This design comes from an exercise in tuning for small area, a short achievable clock period and few clock cycles per item on the open sky130 flow, not from production work.
Function was checked by simulation only, so behaviour that the tests miss may differ from the original.
Power figures rest on the tool's default switching activity, not on a simulated workload.

File: design/flow/design.v
`timescale 1ns/100ps
`default_nettype none
module fpmul_wb
(
  input  wire        clk,
  input  wire        rst_n,
  input  wire        wb_cyc_i,
  input  wire        wb_stb_i,
  input  wire        wb_we_i,
  input  wire [2:0]  wb_adr_i,
  input  wire [31:0] wb_dat_i,
  output wire        wb_ack_o,
  output wire [31:0] wb_dat_o
);
  reg  [31:0] x_q, y_q;
  reg  [2:0]  mode_q;
  reg         ack_q;
  reg  [2:0]  adr_q;   
  reg         wr_q;    
  reg         hi_q;    
  reg  [5:0]  neg, one, two;     
  reg  [5:0]  negn, onen, twon;  
  reg  [23:0] l_q;     
  reg         lstk_q;  
  reg  [24:0] s_q;     
  reg         u0_q, u1_q;  
  reg  [7:0]  ez0_q;       
  reg         infx_q, zerx_q, nan_q, ovrf0_q, ovrf1_q, udrf0_q, udrf1_q;
  wire acc = wb_cyc_i & wb_stb_i & ~ack_q;
  wire        wr   = acc & wb_we_i;
  wire        wy   = wr & (wb_adr_i == 3'd1);
  function automatic [17:0] benc(input [12:0] bb);  
    integer g;
    reg b2, b1, b0;
    begin
      for (g = 0; g < 6; g = g + 1) begin
        b2 = bb[2*g+2];
        b1 = bb[2*g+1];
        b0 = bb[2*g];
        benc[12+g] = b2 & ~(b1 & b0);
        benc[6+g]  = b1 ^ b0;
        benc[g]    = (b2 & ~b1 & ~b0) | (~b2 & b1 & b0);
      end
    end
  endfunction
  wire [17:0] enc_wd = benc({wb_dat_i[11:0], 1'b0});  
  wire [17:0] enc_wq = benc({y_q[11:0], 1'b0});       
  wire [17:0] enc_hq = benc({1'b1, y_q[22:11]});      
  wire [17:0] enc_d  = wy ? enc_wd : wr ? enc_wq : enc_hq;
  wire [5:0]  neg_d = enc_d[17:12];
  wire [5:0]  one_d = enc_d[11:6];
  wire [5:0]  two_d = enc_d[5:0];
  genvar gk;
  wire [23:0] a = {1'b1, x_q[22:0]};
  wire [24:0] pp0, pp1, pp2, pp3, pp4, pp5;
  wire [25:0] a0 = {1'b0, a, 1'b0};
  function automatic [24:0] brow(input [25:0] ae, input o, input t, input n,
                                 input on, input tn, input nn);
    integer i;
    begin
      for (i = 0; i < 13; i = i + 1)
        brow[i] = ((o & ae[i+1]) | (t & ae[i])) ^ n;
      for (i = 13; i < 25; i = i + 1)
        brow[i] = ~(((~on & ae[i+1]) | (~tn & ae[i])) ^ nn);
    end
  endfunction
  assign pp0 = brow(a0, one[0], two[0], neg[0], onen[0], twon[0], negn[0]);
  assign pp1 = brow(a0, one[1], two[1], neg[1], onen[1], twon[1], negn[1]);
  assign pp2 = brow(a0, one[2], two[2], neg[2], onen[2], twon[2], negn[2]);
  assign pp3 = brow(a0, one[3], two[3], neg[3], onen[3], twon[3], negn[3]);
  assign pp4 = brow(a0, one[4], two[4], neg[4], onen[4], twon[4], negn[4]);
  assign pp5 = brow(a0, one[5], two[5], neg[5], onen[5], twon[5], negn[5]);
  wire [23:0] arow = a & {24{hi_q}};        
  wire [23:0] lrow = {~l_q[23], l_q[22:0]};  
  wire [35:0] sr0, sr1;
  wire hs0, hc0;
  assign hs0 = lrow[8] ^ neg[4];
  assign hc0 = lrow[8] & neg[4];
  wire hs1, hc1;
  assign hs1 = lrow[9] ^ pp0[9];
  assign hc1 = lrow[9] & pp0[9];
  wire fs2, fc2;
  assign {fc2, fs2} = {1'b0, lrow[10]} + {1'b0, neg[5]} + {1'b0, pp0[10]};
  wire hs3, hc3;
  assign hs3 = pp1[8] ^ pp2[6];
  assign hc3 = pp1[8] & pp2[6];
  wire fs4, fc4;
  assign {fc4, fs4} = {1'b0, lrow[11]} + {1'b0, pp0[11]} + {1'b0, pp1[9]};
  wire hs5, hc5;
  assign hs5 = pp2[7] ^ pp3[5];
  assign hc5 = pp2[7] & pp3[5];
  wire fs6, fc6;
  assign {fc6, fs6} = {1'b0, arow[0]} + {1'b0, lrow[12]} + {1'b0, pp0[12]};
  wire fs7, fc7;
  assign {fc7, fs7} = {1'b0, pp1[10]} + {1'b0, pp2[8]} + {1'b0, pp3[6]};
  wire fs8, fc8;
  assign {fc8, fs8} = {1'b0, arow[1]} + {1'b0, lrow[13]} + {1'b0, pp0[13]};
  wire fs9, fc9;
  assign {fc9, fs9} = {1'b0, pp1[11]} + {1'b0, pp2[9]} + {1'b0, pp3[7]};
  wire fs10, fc10;
  assign {fc10, fs10} = {1'b0, arow[2]} + {1'b0, lrow[14]} + {1'b0, pp0[14]};
  wire fs11, fc11;
  assign {fc11, fs11} = {1'b0, pp1[12]} + {1'b0, pp2[10]} + {1'b0, pp3[8]};
  wire fs12, fc12;
  assign {fc12, fs12} = {1'b0, arow[3]} + {1'b0, lrow[15]} + {1'b0, pp0[15]};
  wire fs13, fc13;
  assign {fc13, fs13} = {1'b0, pp1[13]} + {1'b0, pp2[11]} + {1'b0, pp3[9]};
  wire fs14, fc14;
  assign {fc14, fs14} = {1'b0, arow[4]} + {1'b0, lrow[16]} + {1'b0, pp0[16]};
  wire fs15, fc15;
  assign {fc15, fs15} = {1'b0, pp1[14]} + {1'b0, pp2[12]} + {1'b0, pp3[10]};
  wire fs16, fc16;
  assign {fc16, fs16} = {1'b0, arow[5]} + {1'b0, lrow[17]} + {1'b0, pp0[17]};
  wire fs17, fc17;
  assign {fc17, fs17} = {1'b0, pp1[15]} + {1'b0, pp2[13]} + {1'b0, pp3[11]};
  wire fs18, fc18;
  assign {fc18, fs18} = {1'b0, arow[6]} + {1'b0, lrow[18]} + {1'b0, pp0[18]};
  wire fs19, fc19;
  assign {fc19, fs19} = {1'b0, pp1[16]} + {1'b0, pp2[14]} + {1'b0, pp3[12]};
  wire fs20, fc20;
  assign {fc20, fs20} = {1'b0, arow[7]} + {1'b0, lrow[19]} + {1'b0, pp0[19]};
  wire fs21, fc21;
  assign {fc21, fs21} = {1'b0, pp1[17]} + {1'b0, pp2[15]} + {1'b0, pp3[13]};
  wire fs22, fc22;
  assign {fc22, fs22} = {1'b0, arow[8]} + {1'b0, lrow[20]} + {1'b0, pp0[20]};
  wire fs23, fc23;
  assign {fc23, fs23} = {1'b0, pp1[18]} + {1'b0, pp2[16]} + {1'b0, pp3[14]};
  wire fs24, fc24;
  assign {fc24, fs24} = {1'b0, arow[9]} + {1'b0, lrow[21]} + {1'b0, pp0[21]};
  wire fs25, fc25;
  assign {fc25, fs25} = {1'b0, pp1[19]} + {1'b0, pp2[17]} + {1'b0, pp3[15]};
  wire fs26, fc26;
  assign {fc26, fs26} = {1'b0, arow[10]} + {1'b0, lrow[22]} + {1'b0, pp0[22]};
  wire fs27, fc27;
  assign {fc27, fs27} = {1'b0, pp1[20]} + {1'b0, pp2[18]} + {1'b0, pp3[16]};
  wire fs28, fc28;
  assign {fc28, fs28} = {1'b0, 1'b1} + {1'b0, arow[11]} + {1'b0, lrow[23]};
  wire fs29, fc29;
  assign {fc29, fs29} = {1'b0, pp0[23]} + {1'b0, pp1[21]} + {1'b0, pp2[19]};
  wire hs30, hc30;
  assign hs30 = pp3[17] ^ pp4[15];
  assign hc30 = pp3[17] & pp4[15];
  wire fs31, fc31;
  assign {fc31, fs31} = {1'b0, 1'b1} + {1'b0, arow[12]} + {1'b0, pp0[24]};
  wire fs32, fc32;
  assign {fc32, fs32} = {1'b0, pp1[22]} + {1'b0, pp2[20]} + {1'b0, pp3[18]};
  wire hs33, hc33;
  assign hs33 = pp4[16] ^ pp5[14];
  assign hc33 = pp4[16] & pp5[14];
  wire fs34, fc34;
  assign {fc34, fs34} = {1'b0, arow[13]} + {1'b0, negn[0]} + {1'b0, pp1[23]};
  wire fs35, fc35;
  assign {fc35, fs35} = {1'b0, pp2[21]} + {1'b0, pp3[19]} + {1'b0, pp4[17]};
  wire fs36, fc36;
  assign {fc36, fs36} = {1'b0, 1'b1} + {1'b0, arow[14]} + {1'b0, pp1[24]};
  wire hs37, hc37;
  assign hs37 = pp2[22] ^ pp3[20];
  assign hc37 = pp2[22] & pp3[20];
  wire fs38, fc38;
  assign {fc38, fs38} = {1'b0, arow[15]} + {1'b0, negn[1]} + {1'b0, pp2[23]};
  wire hs39, hc39;
  assign hs39 = 1'b1 ^ arow[16];
  assign hc39 = 1'b1 & arow[16];
  wire hs40, hc40;
  assign hs40 = lrow[4] ^ neg[2];
  assign hc40 = lrow[4] & neg[2];
  wire hs41, hc41;
  assign hs41 = lrow[5] ^ pp0[5];
  assign hc41 = lrow[5] & pp0[5];
  wire fs42, fc42;
  assign {fc42, fs42} = {1'b0, lrow[6]} + {1'b0, neg[3]} + {1'b0, pp0[6]};
  wire hs43, hc43;
  assign hs43 = pp1[4] ^ pp2[2];
  assign hc43 = pp1[4] & pp2[2];
  wire fs44, fc44;
  assign {fc44, fs44} = {1'b0, lrow[7]} + {1'b0, pp0[7]} + {1'b0, pp1[5]};
  wire hs45, hc45;
  assign hs45 = pp2[3] ^ pp3[1];
  assign hc45 = pp2[3] & pp3[1];
  wire fs46, fc46;
  assign {fc46, fs46} = {1'b0, hs0} + {1'b0, pp0[8]} + {1'b0, pp1[6]};
  wire fs47, fc47;
  assign {fc47, fs47} = {1'b0, pp2[4]} + {1'b0, pp3[2]} + {1'b0, pp4[0]};
  wire fs48, fc48;
  assign {fc48, fs48} = {1'b0, hc0} + {1'b0, pp1[7]} + {1'b0, pp2[5]};
  wire fs49, fc49;
  assign {fc49, fs49} = {1'b0, pp3[3]} + {1'b0, pp4[1]} + {1'b0, hs1};
  wire fs50, fc50;
  assign {fc50, fs50} = {1'b0, pp3[4]} + {1'b0, pp4[2]} + {1'b0, pp5[0]};
  wire fs51, fc51;
  assign {fc51, fs51} = {1'b0, hc1} + {1'b0, hs3} + {1'b0, fs2};
  wire fs52, fc52;
  assign {fc52, fs52} = {1'b0, pp4[3]} + {1'b0, pp5[1]} + {1'b0, hc3};
  wire fs53, fc53;
  assign {fc53, fs53} = {1'b0, hs5} + {1'b0, fc2} + {1'b0, fs4};
  wire fs54, fc54;
  assign {fc54, fs54} = {1'b0, pp4[4]} + {1'b0, pp5[2]} + {1'b0, hc5};
  wire fs55, fc55;
  assign {fc55, fs55} = {1'b0, fc4} + {1'b0, fs6} + {1'b0, fs7};
  wire fs56, fc56;
  assign {fc56, fs56} = {1'b0, pp4[5]} + {1'b0, pp5[3]} + {1'b0, fc6};
  wire fs57, fc57;
  assign {fc57, fs57} = {1'b0, fc7} + {1'b0, fs8} + {1'b0, fs9};
  wire fs58, fc58;
  assign {fc58, fs58} = {1'b0, pp4[6]} + {1'b0, pp5[4]} + {1'b0, fc8};
  wire fs59, fc59;
  assign {fc59, fs59} = {1'b0, fc9} + {1'b0, fs10} + {1'b0, fs11};
  wire fs60, fc60;
  assign {fc60, fs60} = {1'b0, pp4[7]} + {1'b0, pp5[5]} + {1'b0, fc10};
  wire fs61, fc61;
  assign {fc61, fs61} = {1'b0, fc11} + {1'b0, fs12} + {1'b0, fs13};
  wire fs62, fc62;
  assign {fc62, fs62} = {1'b0, pp4[8]} + {1'b0, pp5[6]} + {1'b0, fc12};
  wire fs63, fc63;
  assign {fc63, fs63} = {1'b0, fc13} + {1'b0, fs14} + {1'b0, fs15};
  wire fs64, fc64;
  assign {fc64, fs64} = {1'b0, pp4[9]} + {1'b0, pp5[7]} + {1'b0, fc14};
  wire fs65, fc65;
  assign {fc65, fs65} = {1'b0, fc15} + {1'b0, fs16} + {1'b0, fs17};
  wire fs66, fc66;
  assign {fc66, fs66} = {1'b0, pp4[10]} + {1'b0, pp5[8]} + {1'b0, fc16};
  wire fs67, fc67;
  assign {fc67, fs67} = {1'b0, fc17} + {1'b0, fs18} + {1'b0, fs19};
  wire fs68, fc68;
  assign {fc68, fs68} = {1'b0, pp4[11]} + {1'b0, pp5[9]} + {1'b0, fc18};
  wire fs69, fc69;
  assign {fc69, fs69} = {1'b0, fc19} + {1'b0, fs20} + {1'b0, fs21};
  wire fs70, fc70;
  assign {fc70, fs70} = {1'b0, pp4[12]} + {1'b0, pp5[10]} + {1'b0, fc20};
  wire fs71, fc71;
  assign {fc71, fs71} = {1'b0, fc21} + {1'b0, fs22} + {1'b0, fs23};
  wire fs72, fc72;
  assign {fc72, fs72} = {1'b0, pp4[13]} + {1'b0, pp5[11]} + {1'b0, fc22};
  wire fs73, fc73;
  assign {fc73, fs73} = {1'b0, fc23} + {1'b0, fs24} + {1'b0, fs25};
  wire fs74, fc74;
  assign {fc74, fs74} = {1'b0, pp4[14]} + {1'b0, pp5[12]} + {1'b0, fc24};
  wire fs75, fc75;
  assign {fc75, fs75} = {1'b0, fc25} + {1'b0, fs26} + {1'b0, fs27};
  wire fs76, fc76;
  assign {fc76, fs76} = {1'b0, fs28} + {1'b0, pp5[13]} + {1'b0, hs30};
  wire fs77, fc77;
  assign {fc77, fs77} = {1'b0, fc26} + {1'b0, fc27} + {1'b0, fs29};
  wire fs78, fc78;
  assign {fc78, fs78} = {1'b0, fc28} + {1'b0, hc30} + {1'b0, hs33};
  wire fs79, fc79;
  assign {fc79, fs79} = {1'b0, fc29} + {1'b0, fs31} + {1'b0, fs32};
  wire fs80, fc80;
  assign {fc80, fs80} = {1'b0, pp5[15]} + {1'b0, hc33} + {1'b0, fc31};
  wire fs81, fc81;
  assign {fc81, fs81} = {1'b0, fc32} + {1'b0, fs34} + {1'b0, fs35};
  wire fs82, fc82;
  assign {fc82, fs82} = {1'b0, pp4[18]} + {1'b0, pp5[16]} + {1'b0, hs37};
  wire fs83, fc83;
  assign {fc83, fs83} = {1'b0, fc34} + {1'b0, fc35} + {1'b0, fs36};
  wire fs84, fc84;
  assign {fc84, fs84} = {1'b0, pp3[21]} + {1'b0, pp4[19]} + {1'b0, pp5[17]};
  wire fs85, fc85;
  assign {fc85, fs85} = {1'b0, hc37} + {1'b0, fc36} + {1'b0, fs38};
  wire fs86, fc86;
  assign {fc86, fs86} = {1'b0, hs39} + {1'b0, pp2[24]} + {1'b0, pp3[22]};
  wire fs87, fc87;
  assign {fc87, fs87} = {1'b0, pp4[20]} + {1'b0, pp5[18]} + {1'b0, fc38};
  wire fs88, fc88;
  assign {fc88, fs88} = {1'b0, arow[17]} + {1'b0, hc39} + {1'b0, negn[2]};
  wire fs89, fc89;
  assign {fc89, fs89} = {1'b0, pp3[23]} + {1'b0, pp4[21]} + {1'b0, pp5[19]};
  wire fs90, fc90;
  assign {fc90, fs90} = {1'b0, 1'b1} + {1'b0, arow[18]} + {1'b0, pp3[24]};
  wire hs91, hc91;
  assign hs91 = pp4[22] ^ pp5[20];
  assign hc91 = pp4[22] & pp5[20];
  wire fs92, fc92;
  assign {fc92, fs92} = {1'b0, arow[19]} + {1'b0, negn[3]} + {1'b0, pp4[23]};
  wire hs93, hc93;
  assign hs93 = 1'b1 ^ arow[20];
  assign hc93 = 1'b1 & arow[20];
  wire hs94, hc94;
  assign hs94 = lrow[2] ^ neg[1];
  assign hc94 = lrow[2] & neg[1];
  wire hs95, hc95;
  assign hs95 = lrow[3] ^ pp0[3];
  assign hc95 = lrow[3] & pp0[3];
  wire fs96, fc96;
  assign {fc96, fs96} = {1'b0, hs40} + {1'b0, pp0[4]} + {1'b0, pp1[2]};
  wire fs97, fc97;
  assign {fc97, fs97} = {1'b0, hc40} + {1'b0, pp1[3]} + {1'b0, pp2[1]};
  wire fs98, fc98;
  assign {fc98, fs98} = {1'b0, pp3[0]} + {1'b0, hc41} + {1'b0, hs43};
  wire fs99, fc99;
  assign {fc99, fs99} = {1'b0, hc43} + {1'b0, hs45} + {1'b0, fc42};
  wire fs100, fc100;
  assign {fc100, fs100} = {1'b0, hc45} + {1'b0, fc44} + {1'b0, fs46};
  wire fs101, fc101;
  assign {fc101, fs101} = {1'b0, fc46} + {1'b0, fc47} + {1'b0, fs48};
  wire fs102, fc102;
  assign {fc102, fs102} = {1'b0, fc48} + {1'b0, fs50} + {1'b0, fc49};
  wire fs103, fc103;
  assign {fc103, fs103} = {1'b0, fc50} + {1'b0, fs52} + {1'b0, fc51};
  wire fs104, fc104;
  assign {fc104, fs104} = {1'b0, fc52} + {1'b0, fs54} + {1'b0, fc53};
  wire fs105, fc105;
  assign {fc105, fs105} = {1'b0, fc54} + {1'b0, fc55} + {1'b0, fs56};
  wire fs106, fc106;
  assign {fc106, fs106} = {1'b0, fc56} + {1'b0, fc57} + {1'b0, fs58};
  wire fs107, fc107;
  assign {fc107, fs107} = {1'b0, fc58} + {1'b0, fc59} + {1'b0, fs60};
  wire fs108, fc108;
  assign {fc108, fs108} = {1'b0, fc60} + {1'b0, fc61} + {1'b0, fs62};
  wire fs109, fc109;
  assign {fc109, fs109} = {1'b0, fc62} + {1'b0, fc63} + {1'b0, fs64};
  wire fs110, fc110;
  assign {fc110, fs110} = {1'b0, fc64} + {1'b0, fc65} + {1'b0, fs66};
  wire fs111, fc111;
  assign {fc111, fs111} = {1'b0, fc66} + {1'b0, fc67} + {1'b0, fs68};
  wire fs112, fc112;
  assign {fc112, fs112} = {1'b0, fc68} + {1'b0, fc69} + {1'b0, fs70};
  wire fs113, fc113;
  assign {fc113, fs113} = {1'b0, fc70} + {1'b0, fc71} + {1'b0, fs72};
  wire fs114, fc114;
  assign {fc114, fs114} = {1'b0, fc72} + {1'b0, fc73} + {1'b0, fs74};
  wire fs115, fc115;
  assign {fc115, fs115} = {1'b0, fs76} + {1'b0, fc74} + {1'b0, fc75};
  wire fs116, fc116;
  assign {fc116, fs116} = {1'b0, fc76} + {1'b0, fs78} + {1'b0, fc77};
  wire fs117, fc117;
  assign {fc117, fs117} = {1'b0, fc78} + {1'b0, fc79} + {1'b0, fs80};
  wire fs118, fc118;
  assign {fc118, fs118} = {1'b0, fs82} + {1'b0, fc80} + {1'b0, fc81};
  wire fs119, fc119;
  assign {fc119, fs119} = {1'b0, fs84} + {1'b0, fc82} + {1'b0, fc83};
  wire fs120, fc120;
  assign {fc120, fs120} = {1'b0, fc84} + {1'b0, fs86} + {1'b0, fc85};
  wire fs121, fc121;
  assign {fc121, fs121} = {1'b0, fs88} + {1'b0, fc86} + {1'b0, fs89};
  wire fs122, fc122;
  assign {fc122, fs122} = {1'b0, fc88} + {1'b0, hs91} + {1'b0, fc89};
  wire fs123, fc123;
  assign {fc123, fs123} = {1'b0, pp5[21]} + {1'b0, hc91} + {1'b0, fc90};
  wire fs124, fc124;
  assign {fc124, fs124} = {1'b0, hs93} + {1'b0, pp4[24]} + {1'b0, pp5[22]};
  wire fs125, fc125;
  assign {fc125, fs125} = {1'b0, arow[21]} + {1'b0, hc93} + {1'b0, negn[4]};
  wire hs126, hc126;
  assign hs126 = 1'b1 ^ arow[22];
  assign hc126 = 1'b1 & arow[22];
  wire hs127, hc127;
  assign hs127 = lrow[0] ^ neg[0];
  assign hc127 = lrow[0] & neg[0];
  wire hs128, hc128;
  assign hs128 = lrow[1] ^ pp0[1];
  assign hc128 = lrow[1] & pp0[1];
  wire fs129, fc129;
  assign {fc129, fs129} = {1'b0, hs94} + {1'b0, pp0[2]} + {1'b0, pp1[0]};
  wire fs130, fc130;
  assign {fc130, fs130} = {1'b0, hc94} + {1'b0, pp1[1]} + {1'b0, hs95};
  wire fs131, fc131;
  assign {fc131, fs131} = {1'b0, pp2[0]} + {1'b0, hc95} + {1'b0, fs96};
  wire fs132, fc132;
  assign {fc132, fs132} = {1'b0, hs41} + {1'b0, fc96} + {1'b0, fs97};
  wire fs133, fc133;
  assign {fc133, fs133} = {1'b0, fc97} + {1'b0, fs42} + {1'b0, fs98};
  wire fs134, fc134;
  assign {fc134, fs134} = {1'b0, fs44} + {1'b0, fc98} + {1'b0, fs99};
  wire fs135, fc135;
  assign {fc135, fs135} = {1'b0, fs47} + {1'b0, fc99} + {1'b0, fs100};
  wire fs136, fc136;
  assign {fc136, fs136} = {1'b0, fs49} + {1'b0, fc100} + {1'b0, fs101};
  wire fs137, fc137;
  assign {fc137, fs137} = {1'b0, fc101} + {1'b0, fs51} + {1'b0, fs102};
  wire fs138, fc138;
  assign {fc138, fs138} = {1'b0, fs53} + {1'b0, fc102} + {1'b0, fs103};
  wire fs139, fc139;
  assign {fc139, fs139} = {1'b0, fs55} + {1'b0, fc103} + {1'b0, fs104};
  wire fs140, fc140;
  assign {fc140, fs140} = {1'b0, fs57} + {1'b0, fc104} + {1'b0, fs105};
  wire fs141, fc141;
  assign {fc141, fs141} = {1'b0, fs59} + {1'b0, fc105} + {1'b0, fs106};
  wire fs142, fc142;
  assign {fc142, fs142} = {1'b0, fs61} + {1'b0, fc106} + {1'b0, fs107};
  wire fs143, fc143;
  assign {fc143, fs143} = {1'b0, fs63} + {1'b0, fc107} + {1'b0, fs108};
  wire fs144, fc144;
  assign {fc144, fs144} = {1'b0, fs65} + {1'b0, fc108} + {1'b0, fs109};
  wire fs145, fc145;
  assign {fc145, fs145} = {1'b0, fs67} + {1'b0, fc109} + {1'b0, fs110};
  wire fs146, fc146;
  assign {fc146, fs146} = {1'b0, fs69} + {1'b0, fc110} + {1'b0, fs111};
  wire fs147, fc147;
  assign {fc147, fs147} = {1'b0, fs71} + {1'b0, fc111} + {1'b0, fs112};
  wire fs148, fc148;
  assign {fc148, fs148} = {1'b0, fs73} + {1'b0, fc112} + {1'b0, fs113};
  wire fs149, fc149;
  assign {fc149, fs149} = {1'b0, fs75} + {1'b0, fc113} + {1'b0, fs114};
  wire fs150, fc150;
  assign {fc150, fs150} = {1'b0, fs77} + {1'b0, fc114} + {1'b0, fs115};
  wire fs151, fc151;
  assign {fc151, fs151} = {1'b0, fs79} + {1'b0, fc115} + {1'b0, fs116};
  wire fs152, fc152;
  assign {fc152, fs152} = {1'b0, fs81} + {1'b0, fc116} + {1'b0, fs117};
  wire fs153, fc153;
  assign {fc153, fs153} = {1'b0, fs83} + {1'b0, fc117} + {1'b0, fs118};
  wire fs154, fc154;
  assign {fc154, fs154} = {1'b0, fs85} + {1'b0, fc118} + {1'b0, fs119};
  wire fs155, fc155;
  assign {fc155, fs155} = {1'b0, fs87} + {1'b0, fc119} + {1'b0, fs120};
  wire fs156, fc156;
  assign {fc156, fs156} = {1'b0, fc87} + {1'b0, fs121} + {1'b0, fc120};
  wire fs157, fc157;
  assign {fc157, fs157} = {1'b0, fs90} + {1'b0, fc121} + {1'b0, fs122};
  wire fs158, fc158;
  assign {fc158, fs158} = {1'b0, fs92} + {1'b0, fc122} + {1'b0, fs123};
  wire fs159, fc159;
  assign {fc159, fs159} = {1'b0, fc92} + {1'b0, fs124} + {1'b0, fc123};
  wire fs160, fc160;
  assign {fc160, fs160} = {1'b0, fs125} + {1'b0, pp5[23]} + {1'b0, fc124};
  wire fs161, fc161;
  assign {fc161, fs161} = {1'b0, hs126} + {1'b0, fc125} + {1'b0, pp5[24]};
  wire fs162, fc162;
  assign {fc162, fs162} = {1'b0, arow[23]} + {1'b0, hc126} + {1'b0, negn[5]};
  assign sr0 = {fc161, fc160, fc159, fc158, fc157, fc156, fc155, fc154, fc153, fc152, fc151, fc150, fc149, fc148, fc147, fc146, fc145, fc144, fc143, fc142, fc141, fc140, fc139, fc138, fc137, fc136, fc135, fc134, fc133, fc132, fc131, fc130, fc129, hc128, hc127, hs127};
  assign sr1 = {fs162, fs161, fs160, fs159, fs158, fs157, fs156, fs155, fs154, fs153, fs152, fs151, fs150, fs149, fs148, fs147, fs146, fs145, fs144, fs143, fs142, fs141, fs140, fs139, fs138, fs137, fs136, fs135, fs134, fs133, fs132, fs131, fs130, fs129, hs128, pp0[0]};
  wire [35:0] sum;  
  wire [35:0] pg0 = sr0 ^ sr1;
  wire [35:0] gg0 = sr0 & sr1;
  wire cg0 = gg0[1] | (pg0[1] & gg0[0]);
  wire cg1 = gg0[3] | (pg0[3] & gg0[2]);
  wire cp1 = pg0[3] & pg0[2];
  wire cg2 = gg0[5] | (pg0[5] & gg0[4]);
  wire cp2 = pg0[5] & pg0[4];
  wire cg3 = gg0[7] | (pg0[7] & gg0[6]);
  wire cp3 = pg0[7] & pg0[6];
  wire cg4 = gg0[9] | (pg0[9] & gg0[8]);
  wire cp4 = pg0[9] & pg0[8];
  wire cg5 = gg0[11] | (pg0[11] & gg0[10]);
  wire cp5 = pg0[11] & pg0[10];
  wire cg6 = gg0[13] | (pg0[13] & gg0[12]);
  wire cp6 = pg0[13] & pg0[12];
  wire cg7 = gg0[15] | (pg0[15] & gg0[14]);
  wire cp7 = pg0[15] & pg0[14];
  wire cg8 = gg0[17] | (pg0[17] & gg0[16]);
  wire cp8 = pg0[17] & pg0[16];
  wire cg9 = gg0[19] | (pg0[19] & gg0[18]);
  wire cp9 = pg0[19] & pg0[18];
  wire cg10 = gg0[21] | (pg0[21] & gg0[20]);
  wire cp10 = pg0[21] & pg0[20];
  wire cg11 = gg0[23] | (pg0[23] & gg0[22]);
  wire cp11 = pg0[23] & pg0[22];
  wire cg12 = gg0[25] | (pg0[25] & gg0[24]);
  wire cp12 = pg0[25] & pg0[24];
  wire cg13 = gg0[27] | (pg0[27] & gg0[26]);
  wire cp13 = pg0[27] & pg0[26];
  wire cg14 = gg0[29] | (pg0[29] & gg0[28]);
  wire cp14 = pg0[29] & pg0[28];
  wire cg15 = gg0[31] | (pg0[31] & gg0[30]);
  wire cp15 = pg0[31] & pg0[30];
  wire cg16 = gg0[33] | (pg0[33] & gg0[32]);
  wire cp16 = pg0[33] & pg0[32];
  wire cg17 = gg0[35] | (pg0[35] & gg0[34]);
  wire cp17 = pg0[35] & pg0[34];
  wire cg18 = gg0[2] | (pg0[2] & cg0);
  wire cg19 = cg1 | (cp1 & cg0);
  wire cg20 = gg0[6] | (pg0[6] & cg2);
  wire cp20 = pg0[6] & cp2;
  wire cg21 = cg3 | (cp3 & cg2);
  wire cp21 = cp3 & cp2;
  wire cg22 = gg0[10] | (pg0[10] & cg4);
  wire cp22 = pg0[10] & cp4;
  wire cg23 = cg5 | (cp5 & cg4);
  wire cp23 = cp5 & cp4;
  wire cg24 = gg0[14] | (pg0[14] & cg6);
  wire cp24 = pg0[14] & cp6;
  wire cg25 = cg7 | (cp7 & cg6);
  wire cp25 = cp7 & cp6;
  wire cg26 = gg0[18] | (pg0[18] & cg8);
  wire cp26 = pg0[18] & cp8;
  wire cg27 = cg9 | (cp9 & cg8);
  wire cp27 = cp9 & cp8;
  wire cg28 = gg0[22] | (pg0[22] & cg10);
  wire cp28 = pg0[22] & cp10;
  wire cg29 = cg11 | (cp11 & cg10);
  wire cp29 = cp11 & cp10;
  wire cg30 = gg0[26] | (pg0[26] & cg12);
  wire cp30 = pg0[26] & cp12;
  wire cg31 = cg13 | (cp13 & cg12);
  wire cp31 = cp13 & cp12;
  wire cg32 = gg0[30] | (pg0[30] & cg14);
  wire cp32 = pg0[30] & cp14;
  wire cg33 = cg15 | (cp15 & cg14);
  wire cp33 = cp15 & cp14;
  wire cg34 = gg0[34] | (pg0[34] & cg16);
  wire cp34 = pg0[34] & cp16;
  wire cg35 = cg17 | (cp17 & cg16);
  wire cp35 = cp17 & cp16;
  wire cg36 = gg0[4] | (pg0[4] & cg19);
  wire cg37 = cg2 | (cp2 & cg19);
  wire cg38 = cg20 | (cp20 & cg19);
  wire cg39 = cg21 | (cp21 & cg19);
  wire cg40 = gg0[12] | (pg0[12] & cg23);
  wire cp40 = pg0[12] & cp23;
  wire cg41 = cg6 | (cp6 & cg23);
  wire cp41 = cp6 & cp23;
  wire cg42 = cg24 | (cp24 & cg23);
  wire cp42 = cp24 & cp23;
  wire cg43 = cg25 | (cp25 & cg23);
  wire cp43 = cp25 & cp23;
  wire cg44 = gg0[20] | (pg0[20] & cg27);
  wire cp44 = pg0[20] & cp27;
  wire cg45 = cg10 | (cp10 & cg27);
  wire cp45 = cp10 & cp27;
  wire cg46 = cg28 | (cp28 & cg27);
  wire cp46 = cp28 & cp27;
  wire cg47 = cg29 | (cp29 & cg27);
  wire cp47 = cp29 & cp27;
  wire cg48 = gg0[28] | (pg0[28] & cg31);
  wire cp48 = pg0[28] & cp31;
  wire cg49 = cg14 | (cp14 & cg31);
  wire cp49 = cp14 & cp31;
  wire cg50 = cg32 | (cp32 & cg31);
  wire cp50 = cp32 & cp31;
  wire cg51 = cg33 | (cp33 & cg31);
  wire cp51 = cp33 & cp31;
  wire cg52 = gg0[8] | (pg0[8] & cg39);
  wire cg53 = cg4 | (cp4 & cg39);
  wire cg54 = cg22 | (cp22 & cg39);
  wire cg55 = cg23 | (cp23 & cg39);
  wire cg56 = cg40 | (cp40 & cg39);
  wire cg57 = cg41 | (cp41 & cg39);
  wire cg58 = cg42 | (cp42 & cg39);
  wire cg59 = cg43 | (cp43 & cg39);
  wire cg60 = gg0[24] | (pg0[24] & cg47);
  wire cp60 = pg0[24] & cp47;
  wire cg61 = cg12 | (cp12 & cg47);
  wire cp61 = cp12 & cp47;
  wire cg62 = cg30 | (cp30 & cg47);
  wire cp62 = cp30 & cp47;
  wire cg63 = cg31 | (cp31 & cg47);
  wire cp63 = cp31 & cp47;
  wire cg64 = cg48 | (cp48 & cg47);
  wire cp64 = cp48 & cp47;
  wire cg65 = cg49 | (cp49 & cg47);
  wire cp65 = cp49 & cp47;
  wire cg66 = cg50 | (cp50 & cg47);
  wire cp66 = cp50 & cp47;
  wire cg67 = cg51 | (cp51 & cg47);
  wire cp67 = cp51 & cp47;
  wire cg68 = gg0[16] | (pg0[16] & cg59);
  wire cg69 = cg8 | (cp8 & cg59);
  wire cg70 = cg26 | (cp26 & cg59);
  wire cg71 = cg27 | (cp27 & cg59);
  wire cg72 = cg44 | (cp44 & cg59);
  wire cg73 = cg45 | (cp45 & cg59);
  wire cg74 = cg46 | (cp46 & cg59);
  wire cg75 = cg47 | (cp47 & cg59);
  wire cg76 = cg60 | (cp60 & cg59);
  wire cg77 = cg61 | (cp61 & cg59);
  wire cg78 = cg62 | (cp62 & cg59);
  wire cg79 = cg63 | (cp63 & cg59);
  wire cg80 = cg64 | (cp64 & cg59);
  wire cg81 = cg65 | (cp65 & cg59);
  wire cg82 = cg66 | (cp66 & cg59);
  wire cg83 = cg67 | (cp67 & cg59);
  wire cg84 = gg0[32] | (pg0[32] & cg83);
  wire cg85 = cg16 | (cp16 & cg83);
  wire cg86 = cg34 | (cp34 & cg83);
  wire cg87 = cg35 | (cp35 & cg83);
  assign sum[0] = pg0[0];
  assign sum[1] = pg0[1] ^ gg0[0];
  assign sum[2] = pg0[2] ^ cg0;
  assign sum[3] = pg0[3] ^ cg18;
  assign sum[4] = pg0[4] ^ cg19;
  assign sum[5] = pg0[5] ^ cg36;
  assign sum[6] = pg0[6] ^ cg37;
  assign sum[7] = pg0[7] ^ cg38;
  assign sum[8] = pg0[8] ^ cg39;
  assign sum[9] = pg0[9] ^ cg52;
  assign sum[10] = pg0[10] ^ cg53;
  assign sum[11] = pg0[11] ^ cg54;
  assign sum[12] = pg0[12] ^ cg55;
  assign sum[13] = pg0[13] ^ cg56;
  assign sum[14] = pg0[14] ^ cg57;
  assign sum[15] = pg0[15] ^ cg58;
  assign sum[16] = pg0[16] ^ cg59;
  assign sum[17] = pg0[17] ^ cg68;
  assign sum[18] = pg0[18] ^ cg69;
  assign sum[19] = pg0[19] ^ cg70;
  assign sum[20] = pg0[20] ^ cg71;
  assign sum[21] = pg0[21] ^ cg72;
  assign sum[22] = pg0[22] ^ cg73;
  assign sum[23] = pg0[23] ^ cg74;
  assign sum[24] = pg0[24] ^ cg75;
  assign sum[25] = pg0[25] ^ cg76;
  assign sum[26] = pg0[26] ^ cg77;
  assign sum[27] = pg0[27] ^ cg78;
  assign sum[28] = pg0[28] ^ cg79;
  assign sum[29] = pg0[29] ^ cg80;
  assign sum[30] = pg0[30] ^ cg81;
  assign sum[31] = pg0[31] ^ cg82;
  assign sum[32] = pg0[32] ^ cg83;
  assign sum[33] = pg0[33] ^ cg84;
  assign sum[34] = pg0[34] ^ cg85;
  assign sum[35] = pg0[35] ^ cg86;
  wire        sgn  = x_q[31] ^ y_q[31];
  wire        stk0 = (|sum[8:0]) | lstk_q;   
  wire        stk1 = stk0 | sum[9];          
  function automatic rinc(input [2:0] m, input s, input l, input g, input r, input t);
    begin
      case (m)
        3'd0:    rinc = g & (r | t | l);
        3'd1:    rinc = 1'b0;
        3'd2:    rinc = s & (g | r | t);
        3'd3:    rinc = ~s & (g | r | t);
        default: rinc = g;
      endcase
    end
  endfunction
  wire inc0 = rinc(mode_q, sgn, sum[11], sum[10], sum[9],  stk0);
  wire inc1 = rinc(mode_q, sgn, sum[12], sum[11], sum[10], stk1);
  wire [24:0] q   = s_q;
  wire        p47 = q[24];
  wire        c1  = u1_q | (u0_q & q[0]);  
  wire [24:0] cy;                          
  assign cy[0] = u0_q;
  genvar gi;
  generate
    for (gi = 1; gi < 25; gi = gi + 1) begin : g_cy
      if (gi == 1) begin : g1
        assign cy[gi] = c1;
      end else begin : gn
        assign cy[gi] = c1 & (&q[gi-1:1]);
      end
    end
  endgenerate
  wire [24:0] qr  = q ^ cy;
  wire [22:0] fz  = p47 ? qr[23:1] : qr[22:0];
  wire        nrm = p47 | cy[24];
  wire [7:0] ex = x_q[30:23];
  wire [7:0] ey = y_q[30:23];
  wire [8:0] esum = {1'b0, ex} + {1'b0, ey};
  wire       mx = &ex;
  wire       my = &ey;
  wire       zx = ~|ex;
  wire       zy = ~|ey;
  wire       fxz = ~|x_q[22:0];
  wire       fyz = ~|y_q[22:0];
  always @(posedge clk) begin
    ez0_q   <= esum[7:0] - 8'd127;
    infx_q  <= (mx & fxz) | (my & fyz);
    zerx_q  <= zx | zy;
    nan_q   <= (mx & ~fxz) | (my & ~fyz) | (mx & zy) | (my & zx);
    ovrf0_q <= esum >= 9'd382;
    ovrf1_q <= esum >= 9'd381;
    udrf0_q <= esum <= 9'd127;
    udrf1_q <= esum <= 9'd126;
  end
  wire       nan  = nan_q;
  wire       inf0 = infx_q | ovrf0_q;
  wire       inf1 = infx_q | ovrf1_q;
  wire       zer0 = zerx_q | udrf0_q;
  wire       zer1 = zerx_q | udrf1_q;
  wire       qn0  = nan | (inf0 & zer0);
  wire       qn1  = nan | (inf1 & zer1);
  wire [7:0] ez1p = ez0_q + 8'd1;
  wire [7:0] ez0  = (qn0 | inf0) ? 8'hff : zer0 ? 8'h00 : ez0_q;
  wire [7:0] ez1  = (qn1 | inf1) ? 8'hff : zer1 ? 8'h00 : ez1p;
  wire       fm0  = ~(qn0 | inf0 | zer0);
  wire       fm1  = ~(qn1 | inf1 | zer1);
  wire       ovrf = nrm ? ovrf1_q : ovrf0_q;
  wire       udrf = nrm ? udrf1_q : udrf0_q;
  wire       inf  = nrm ? inf1 : inf0;
  wire       zer  = nrm ? zer1 : zer0;
  wire       qn   = nrm ? qn1 : qn0;
  wire [7:0] ez   = nrm ? ez1 : ez0;
  wire       fm   = nrm ? fm1 : fm0;
  wire [31:0] res = {sgn, ez, (fz & {23{fm}}) | {qn, 22'b0}};
  reg [31:0] rdat;
  always @* begin
    case (adr_q)
      3'd0:    rdat = x_q;
      3'd1:    rdat = y_q;
      3'd2:    rdat = {29'b0, mode_q};
      3'd3:    rdat = res;
      3'd4:    rdat = {27'b0, nan, inf, zer, ovrf, udrf};
      default: rdat = 32'b0;
    endcase
  end
  always @(posedge clk) begin
    if (!rst_n) begin
      ack_q  <= 1'b0;
      wr_q   <= 1'b0;
      hi_q   <= 1'b1;
      x_q    <= 32'b0;
      y_q    <= 32'b0;
      mode_q <= 3'b0;
      l_q    <= 24'b0;
      lstk_q <= 1'b0;
      neg    <= 6'b100000;  
      one    <= 6'b000000;
      two    <= 6'b100000;
      negn   <= 6'b011111;
      onen   <= 6'b111111;
      twon   <= 6'b011111;
    end else begin
      ack_q <= acc;
      wr_q  <= wr;
      hi_q  <= ~wr;
      neg   <= neg_d;
      one   <= one_d;
      two   <= two_d;
      negn  <= ~neg_d;
      onen  <= ~one_d;
      twon  <= ~two_d;
      if (wr & (wb_adr_i == 3'd0)) x_q <= wb_dat_i;
      if (wr & (wb_adr_i == 3'd1)) y_q <= wb_dat_i;
      if (wr & (wb_adr_i == 3'd2)) mode_q <= wb_dat_i[2:0];
      if (wr) begin
        l_q    <= 24'b0;
        lstk_q <= 1'b0;
      end else if (wr_q) begin
        l_q    <= sum[35:12];
        lstk_q <= |sum[11:0];
      end
    end
  end
  always @(posedge clk) begin
    adr_q  <= wb_adr_i;
    s_q    <= sum[35:11];
    u0_q   <= ~sum[35] & inc0;
    u1_q   <= sum[35] & inc1;
  end
  assign wb_ack_o = ack_q;
  assign wb_dat_o = rdat;
endmodule
`default_nettype wire
File: design/flow/flow/run.sh
#!/bin/bash
# The standard ORFS layout (the standard.sh, standard synthesis) with two changes:
# setup repair aims for SETUP_SLACK_MARGIN ns of slack at the design's clock period, so
# the resizer sizes and buffers the critical paths, and the port buffers are buf_2 cells.
set -uo pipefail
export SETUP_SLACK_MARGIN=7.0
export BUFFER_PORTS_ARGS="-buffer_cell sky130_fd_sc_hd__buf_2"
bash standard.sh synth > synth.log 2>&1 || { tail -20 synth.log; exit 1; }
bash standard.sh finish > layout.log 2>&1 || { tail -20 layout.log; exit 1; }
File: design/flow/standard.sh
#!/bin/bash
# synth_recipe.tcl (not shown) runs the flow's synth.tcl, then flattens the netlist and writes it again
# the make line also repeats each setting of config.mk as NAME=value (left out here)
make -C /OpenROAD-flow-scripts/flow DESIGN_CONFIG=/design/flow/config.mk WORK_HOME=/design/flow/orfs CLKGATE_MAP_FILE= SYNTH_SCRIPT=/design/flow/synth_recipe.tcl "${@:-finish}"
File: design/flow/config.mk
export PLATFORM = sky130hd
export DESIGN_NAME = fpmul_wb
export DESIGN_NICKNAME = fpmul_wb
export VERILOG_FILES = /design/flow/design.v
export SDC_FILE = /design/flow/constraint.sdc
export NUM_CORES = 4
export LEC_CHECK = 0
export ABC_AREA = 1
export CAP_MARGIN = 20
export CELL_PAD_IN_SITES_DETAIL_PLACEMENT = 0
export CELL_PAD_IN_SITES_GLOBAL_PLACEMENT = 0
export CORE_MARGIN = 2
export CORE_UTILIZATION = 45
export PLACE_DENSITY = 0.65
export SLEW_MARGIN = 20
File: design/flow/constraint.sdc
create_clock -name core_clock -period 13.0 [get_ports {clk}]
set_input_delay 2.6000 -clock core_clock [delete_from_list [all_inputs] [get_ports {clk}]]
set_output_delay 2.6000 -clock core_clock [all_outputs]
set_load 0.01 [all_outputs]
==> results of run 1 <==
==> routing by layer <==
metal,vias to the layer above,wire (um),GRT usage
met2,695,22600,0.418
met5,-,0,0
met3,98,3790,0.0334
met4,0,1710,0.0951
met1,7178,23200,0.379
li1,7120,-,-
==> logic make-up (layout without fill, tap and decap cells) <==
logic type | after synthesis | in the layout | synth area share
flip-flops | 176 | 176 | 0.212
AND/OR/NAND/NOR | 652 | 652 | 0.167
AO/OA/AOI/OAI | 458 | 458 | 0.166
adder cells (fa/ha/maj) | 231 | 231 | 0.239
XOR/XNOR | 187 | 187 | 0.0983
buffers and inverters | 515 | 514 | 0.118
multiplexers | 2 | 2 | 0.00120
==> what timing repair did <==
action / 4_1_cts / 5_1_grt
endpoints found under the setup margin: 21 / 5
gates resized for setup: 2 / 4
hold buffers: 0 / 0
gates cloned: 0 / 0
==> layout by cell type (no fill, tap or decap), types with 7 or more instances in the layout <==
master     synthesis  routed
inv_1            381     379
nand2_1          364     363
xor2_1           175     175
dfxtp_1          176     174
o22ai_1          155     155
fa_1             146     146
nor2_1           125     125
a21oi_1          108     108
o21ai_0          103     103
nand3_1           93      93
ha_1              85      85
buf_2              4      72
inv_2             18      19
nand4_1           19      19
nor3_1            18      18
o21bai_2          17      17
clkbuf_16          0      17
o21ai_1           15      15
o211ai_1          15      15
xnor2_1           12      12
nor4_1            10      10
a21o_1             7       7
a31oi_1            7       7
==> metrics by stage <==
| step | std cells | hold slack [ns] | setup slack [ns] | utilization |
|---|---|---|---|---|
| after floorplan | 2221 | 0.445 | 8.09 | - |
| after global placement | 2657 | 0.433 | 7.30 | 0.471 |
| after detailed placement | 2657 | 0.435 | 7.23 | 0.471 |
| after CTS | 2688 | 0.448 | 7.20 | 0.488 |
| after global routing | 2688 | 0.491 | 7.03 | 0.488 |
| final | 2688 | 0.444 | 7.31 | 0.488 |
==> power by group <==
part / switching, mW / internal [mW]
combinational: 0.457 / 0.213
sequential: 0.0470 / 0.592
clock: 0.265 / 0.274
==> state kept, by name, indices dropped and copies added (netlist names), 6 cells and up <==
register  flops
neg           6
x_q          32
onen          6
negn          6
two           6
l_q          24
one           6
ez0_q         8
y_q          32
s_q          25
twon          6
==> area by class of cell <==
cell class / instances / area, um2 / share of cell area
multi-input combinational: 1530 / 11200 / 0.627
sequential: 176 / 3530 / 0.198
inverter: 405 / 1530 / 0.0858
tap: 468 / 586 / 0.0328
clock buffer: 17 / 425 / 0.0239
timing repair buffer: 78 / 405 / 0.0227
clock inverter: 14 / 171 / 0.00961
==> worst paths after layout <==
path / depth (start not counted) / end / from / slack [ns]
hold reg to reg: 1 / ack_q / ack_q / 0.44
setup / recovery: 9 / wb_dat_o[7] / u0_q / 7.31
hold / removal: 1 / ack_q / ack_q / 0.44
setup reg to reg: 19 / l_q[21] / x_q[9] / 7.39
==> critical path: cells and delay by family (launching register included) <==
family                   cells  cell delay (ns)
AND/OR/NAND/NOR              4             1.06
buffers and inverters        2             0.43
flip-flops                   1             0.32
AO/OA/AOI/OAI                2             0.60
adder cells (fa/ha/maj)      1             0.19
==> metrics.md, run 1 <==
| Metric | Value |
|---|---|
| Final Hold Viols | 0 |
| Filler cells | around 3600 |
| Status | finished clean |
| Yosys Warn Count | 1 |
| Clock latency at the later pin of the worst-skew pair | 0.47 ns |
| Crit start category | flop |
| Synthesized area | 16700 um2 |
| Worst slew pin tran | 1.05 ns |
| Maxcap violations | 0 |
| DRT iter0 DRCs | 1527 |
| Detailed-route via count | 15100 |
| Register bit total from synthesis | 176 |
| Pre-antenna DRT Iters | 6 |
| Unrepaired setup endpoints after global routing | no |
| Setup Fix Bufs, Post-CTS | 0 |
| Share of the synthesized area in the top cell type | 0.212 |
| Count of nets after finishing | 2479 |
| I/O Buffers | 72 |
| CP arrival | 3.09 ns |
| Setup Crit Path Kind | flop to output port |
| Sink Count | ~180 |
| Slowest CP cell | nand3_4 |
| Number of flops mapped to enable cells by yosys | 0 |
| Placed Area | 17200 um2 |
| Setup TNS | 0 ns |
| Placer Congestion | 0.982 |
| Dpl hpwl | 41000 um |
| DRC viols | 0 |
| Die area | just under 40000 um2 |
| H-tree levels | 4 |
| Max Slew Vio Count | 0 |
| Core ar. | 36500 um2 |
| Top post-synthesis cells by count | 381 x inv_1, 364 x nand2_1, 176 x dfxtp_1 |
| Cell Rows | 70 |
| Peak VDD IR | roughly 0.00011 V |
| Top cells by area, synth | dfxtp_1 21%, fa_1 18%, xor2_1 9.2% |
| Skew final | 0.0135 ns |
| Sequential share of the synthesized area | 0.212 |
| Layout area overhead | 7.03% |
| Num CTS Buffers | 17 |
| Fmax | 176 MHz |
| Synth async-reset ratio | 0 |
| Avg Cell Area, Syn | 7.50 um2 |
| Synth cell types | 55 |
| CP peak stage delay | approximately 0.4 ns |
| CTS tree | done |
| Largest area contributor in the netlist | dfxtp_1 |
| Initial antenna violation count | 0 |
| Leak | around 8.3 nW |
| Setup Viol. Count Final | 0 |
| Root Driver | clkbuf_16 |
| Power Total | between 1.5 and 2 mW |
| Count leader, synth | inv_1 |
| Worst Hold Class | flop to flop |
| CP Capture Type | output port |
| Chip height | 196 um |
| Worst Path Required | 10.40 ns |
| Ant diodes | 0 |
| Vias in the first global route | roughly 14000 |
| Grt ovf | 0 |
| Wirelength, routed | 51300 um |
| Drt via density | approximately 5.6 |
| Syn Nets | roughly 2500 |
| Chip Width | 196 um |
| Worst slew margin | 0.292 |
| Global-route wire length before repair | between 70000 and 80000 um |
| Post-Synthesis Cells | around 2200 |
| Top_reg_cell synth | dfxtp_1 |
| Largest net degree at the start of global routing | 75 |
| Fin crit period | 5.69 ns |
| Crit path max fanout | 20 |
| Total track usage | 0.267 |
| Fin crit share | 0.437 |
| Clock transition at path regs | 0.07 ns |
| Max Root-Sink Buffers | 2 |
| Layout cells sized above 1 | 0.0775 |
| Crit path cell chain | ha_1 -> nor2_1 -> inv_2 -> nand3_2 -> nand2_4 -> o21ai_1 -> nand3_4 -> o21bai_2 -> buf_2 |
| Initial Utilization | 0.456 |
| Mean routed wirelength per cell | 19.1 um |
| Design area | 17800 um2 |
| IO Count | 73 |
| Cell area power density | 104 nW/um2 |
| Final ANT Viol Nets | 0 |
Testbench counts, summed over its fixed seeds: cycles 94,540, items 12,000.
==> run 2: changes to the inputs <==
==> design/flow/flow/run.sh (replaced) <==
#!/bin/bash
# The standard ORFS layout (the standard.sh, standard synthesis) with two changes:
# setup repair aims for SETUP_SLACK_MARGIN ns of slack at the design's clock period, so
# the resizer sizes and buffers the critical paths, and the port buffers are buf_2 cells.
set -uo pipefail
export SETUP_SLACK_MARGIN=7.5
export BUFFER_PORTS_ARGS="-buffer_cell sky130_fd_sc_hd__buf_2"
bash standard.sh synth > synth.log 2>&1 || { tail -20 synth.log; exit 1; }
bash standard.sh finish > layout.log 2>&1 || { tail -20 layout.log; exit 1; }
--- a/design/flow/config.mk
+++ b/design/flow/config.mk
@@ -10,6 +10,6 @@
 export CELL_PAD_IN_SITES_DETAIL_PLACEMENT = 0
 export CELL_PAD_IN_SITES_GLOBAL_PLACEMENT = 0
 export CORE_MARGIN = 2
-export CORE_UTILIZATION = 45
-export PLACE_DENSITY = 0.65
+export CORE_UTILIZATION = 40
+export PLACE_DENSITY = 0.6
 export SLEW_MARGIN = 20
==> metrics.md, run 2 <==
| Metric | Value |
|---|---|
| CP peak stage delay | 0.77 ns |
| DR WL met3 | 4080 um |
| Syn Nets | between 2000 and 2500 |
| Drt via density | 5.43 |
| Root Driver | clkbuf_16 |
| Count of nets after finishing | 2524 |
| Post-Synthesis Cells | 2221 |
| Mean routed wirelength per cell | 19.5 um |
| Top layer in use | met4 |
| Hold Worst Slack | 0.447 ns |
| Largest net degree at the start of global routing | between 70 and 80 |
| CTS Hold Buffers Added | 0 |
| Most frequent cells in the layout | 370 x inv_1, 363 x nand2_1, 175 x xor2_1 |
| Top Family by Delay on Critical Path | simple AND/OR/NAND/NOR gates |
| Setup TNS | 0 ns |
| Total track usage | 0.247 |
| Adder-cell share of the synthesized area | 0.239 |
| Clock latency at the later pin of the worst-skew pair | 0.47 ns |
| Dpl hpwl | approximately 43000 um |
| Yosys Warn Count | 1 |
| Mux share of post-synthesis cell area | 0.00120 |
| Maxcap violations | 0 |
| FF-to-FF setup slack | around 7.7 ns |
| CP Capture Type | output port |
| Worst path bufs/invs | 1 |
| Clock transition at path regs | ~0.070 ns |
| Status | finished clean |
| Count leader, synth | inv_1 |
| Dpl ws | 7.36 ns |
| Max Root-Sink Buffers | 2 |
| Cell area power density | 101 nW/um2 |
| Placer Congestion | ~0.9 |
| Fin crit period | 5.36 ns |
| Worst slew margin | 0.291 |
| Number of flops mapped to enable cells by yosys | 0 |
| Top Registers | x_q x32, y_q x32, s_q x25 |
| Placed Area | around 17000 um2 |
| Fin crit share | 0.412 |
| Detailed-route via count | 15200 |
| Final worst slack | approximately 7.6 ns |
| Register bit total from synthesis | 176 |
| Setup Crit Path Kind | flop to output port |
| Cell Rows | 74 |
| Share of the synthesized area in the top cell type | 0.212 |
| Leak | 8.50 nW |
| Core ar. | 40900 um2 |
| Top cells by area, synth | dfxtp_1 21%, fa_1 18%, xor2_1 9.2% |
| Slowest CP cell | o21ai_0 |
| DRT iter0 DRCs | 1364 |
| Sequential share of the synthesized area | 0.212 |
| Hold Crit Depth | 1 |
| DRC viols | 0 |
| Avg Cell Area, Syn | around 7.5 um2 |
| Post-Synth Simple-Gate Area | 0.167 |
| Pre-antenna DRT Iters | 6 |
| Num CTS Buffers | 17 |
| H-tree levels | 4 |
| Initial antenna violation count | 3 |
| Final Hold Viols | 0 |
| Die area | 43300 um2 |
| Critical path's most frequent cell | nand2_2 |
| Wirelength, routed | 54500 um |
| Sink Count | around 180 |
| Commonest non-fill, non-tap cell in the layout | inv_1 |
| Peak VDD IR | 0.000162 V |
| Final core utilization | 0.448 |
| Crit path max fanout | 9 |
| Reg2Reg Launch Point | negn[3] |
| Max Slew Vio Count | 0 |
| RR Endpoint | l_q[21] |
| Top_reg_cell synth | dfxtp_1 |
| Vias in the first global route | 14200 |
| CTS tree | done |
| Largest family of logic cells by synthesized area | adder cells |
| Post-synthesis compound-gate area fraction | 0.166 |
| Grt ovf | 0 |
| Top post-synthesis cells by count | 381 x inv_1, 364 x nand2_1, 176 x dfxtp_1 |
| Global-route wire length before repair | 82700 um |
| Worst Path Required | 10.40 ns |
| I/O Buffers | a little over 70 |
| Worst slew pin tran | 1.05 ns |
| Setup Viol. Count Final | 0 |
| Synth cell types | 55 |
| Chip Width | around 210 um |
| Unrepaired setup endpoints after global routing | no |
| Worst Hold Class | flop to flop |
| HP Start | ack_q |
| Design area | 18300 um2 |
| Skew final | around 0.018 ns |
| IO Count | 73 |
| CP arrival | roughly 2.8 ns |
| Largest area contributor in the netlist | dfxtp_1 |
| Fmax | approximately 190 MHz |
| Chip height | 208 um |
| Layout cells sized above 1 | 0.104 |
| Synth async-reset ratio | 0 |
| Layout area overhead | 9.99% |
| Routed wire length on met2 | 24800 um |
| Synthesized area | 16700 um2 |
| Crit start category | flop |
| Final ANT Viol Nets | 0 |
| R2R cell count | 18 |
| Xor and xnor fraction of the mapped netlist area | 0.0983 |
| M1 WL | 23800 um |
| Initial Utilization | 0.407 |
| Hold Crit Endpoint | ack_q |
| Crit path cell chain | nand2_1 -> nor3_4 -> nand2_2 -> nor2_8 -> nand4_1 -> xor2_1 -> o21ai_0 -> nand2_2 -> nand2_2 -> buf_2 |
==> run 2: cell counts after synthesis <==
Identical to the previous run, type by type.
==> run 2: kinds of logic after synthesis <==
logic type               Yosys count
buffers and inverters            515
XOR/XNOR                         187
adder cells (fa/ha/maj)          231
multiplexers                       2
AO/OA/AOI/OAI                    458
flip-flops                       176
AND/OR/NAND/NOR                  652
==> run 2: cell type report <==
type	instances	area [um2]
Antenna cell	3	7.51
Tap cell	532	666
Inverter	405	1560
Multi-Input combinational cell	1531	11200
Fill cell	4177	22600
Timing Repair inverter	3	15.0
Sequential cell	176	3540
Clock buffer	17	425
Timing Repair Buffer	119	724
Clock inverter	15	166
==> run 2: power by group <==
| group | total [mW] | switching [mW] | internal, mW |
|---|---|---|---|
| Sequential | 0.642 | 0.0496 | 0.593 |
| Combinational | 0.689 | 0.472 | 0.217 |
| Clock | 0.523 | 0.265 | 0.258 |
| Total | 1.85 | 0.787 | 1.07 |
==> run 2: timing repair <==
item | CTS | global route
pin swaps | 2 | 1
setup buffers | 0 | 39
resized for setup | 6 | 21
cloned | 1 | 3
endpoints found under the setup margin | 29 | 30
==> run 2: per-layer routing <==
layer | global-route usage | vias up
met2 | 0.389 | 632
met4 | 0.0883 | 0
met1 | 0.337 | 7274
met5 | 0 | -
met3 | 0.0465 | 91
li1 | - | 7220
==> run 2: how the worst max path moves through the flow <==
stage / startpoint / slack (ns) / end / cells past startpoint
after floorplan: negn[2] / 8.09 / l_q[21] / 19
after global placement: s_q[24] / 7.48 / wb_dat_o[11] / 7
after detailed placement: s_q[24] / 7.36 / wb_dat_o[21] / 7
after CTS: x_q[12] / 7.57 / l_q[21] / 21
after global routing: negn[3] / 7.50 / l_q[21] / 18
final: s_q[1] / 7.64 / wb_dat_o[22] / 10
==> run 2: stage by stage <==
stage | power [mW] | std cells
after floorplan | 1.11 | 2221
after global placement | 1.31 | 2722
after detailed placement | 1.32 | 2722
after CTS | 1.85 | 2755
after global routing | 1.97 | 2799
final | 1.85 | 2801

==> port drivers added, routing unchanged <==
How much do the figures lean on ideal ports? The routed layouts below were timed once more, with nothing changed but the port constraints.
Step 1 assumes that a clkbuf_16 drives the clock port and a buf_2 every other input.
Step 2 also shifts input and output timing later by t, the mid clock arrival at the registers, as if the neighbouring blocks saw the same clock.
Three values: ideal, step 1, step 2; two values: the first two.
| run | shift t [ns] | slack for setup (ns) | worst setup path after step 2 | slew at the worst register clock pin (ns) | cell pins on the clock port's net |
|---|---|---|---|---|---|
| run 1 | 0.517 | 7.313 / 7.260 / 7.284 | input to register | 0.08 / 0.08 | 1 |
| run 2 | 0.517 | 7.640 / 7.584 / 7.697 | register to register | 0.09 / 0.09 | 1 |
After both steps every run listed still meets setup and hold. The setup slack of run 1, which loses most, moves by -0.053 ns with the drivers and by -0.029 ns with both steps.
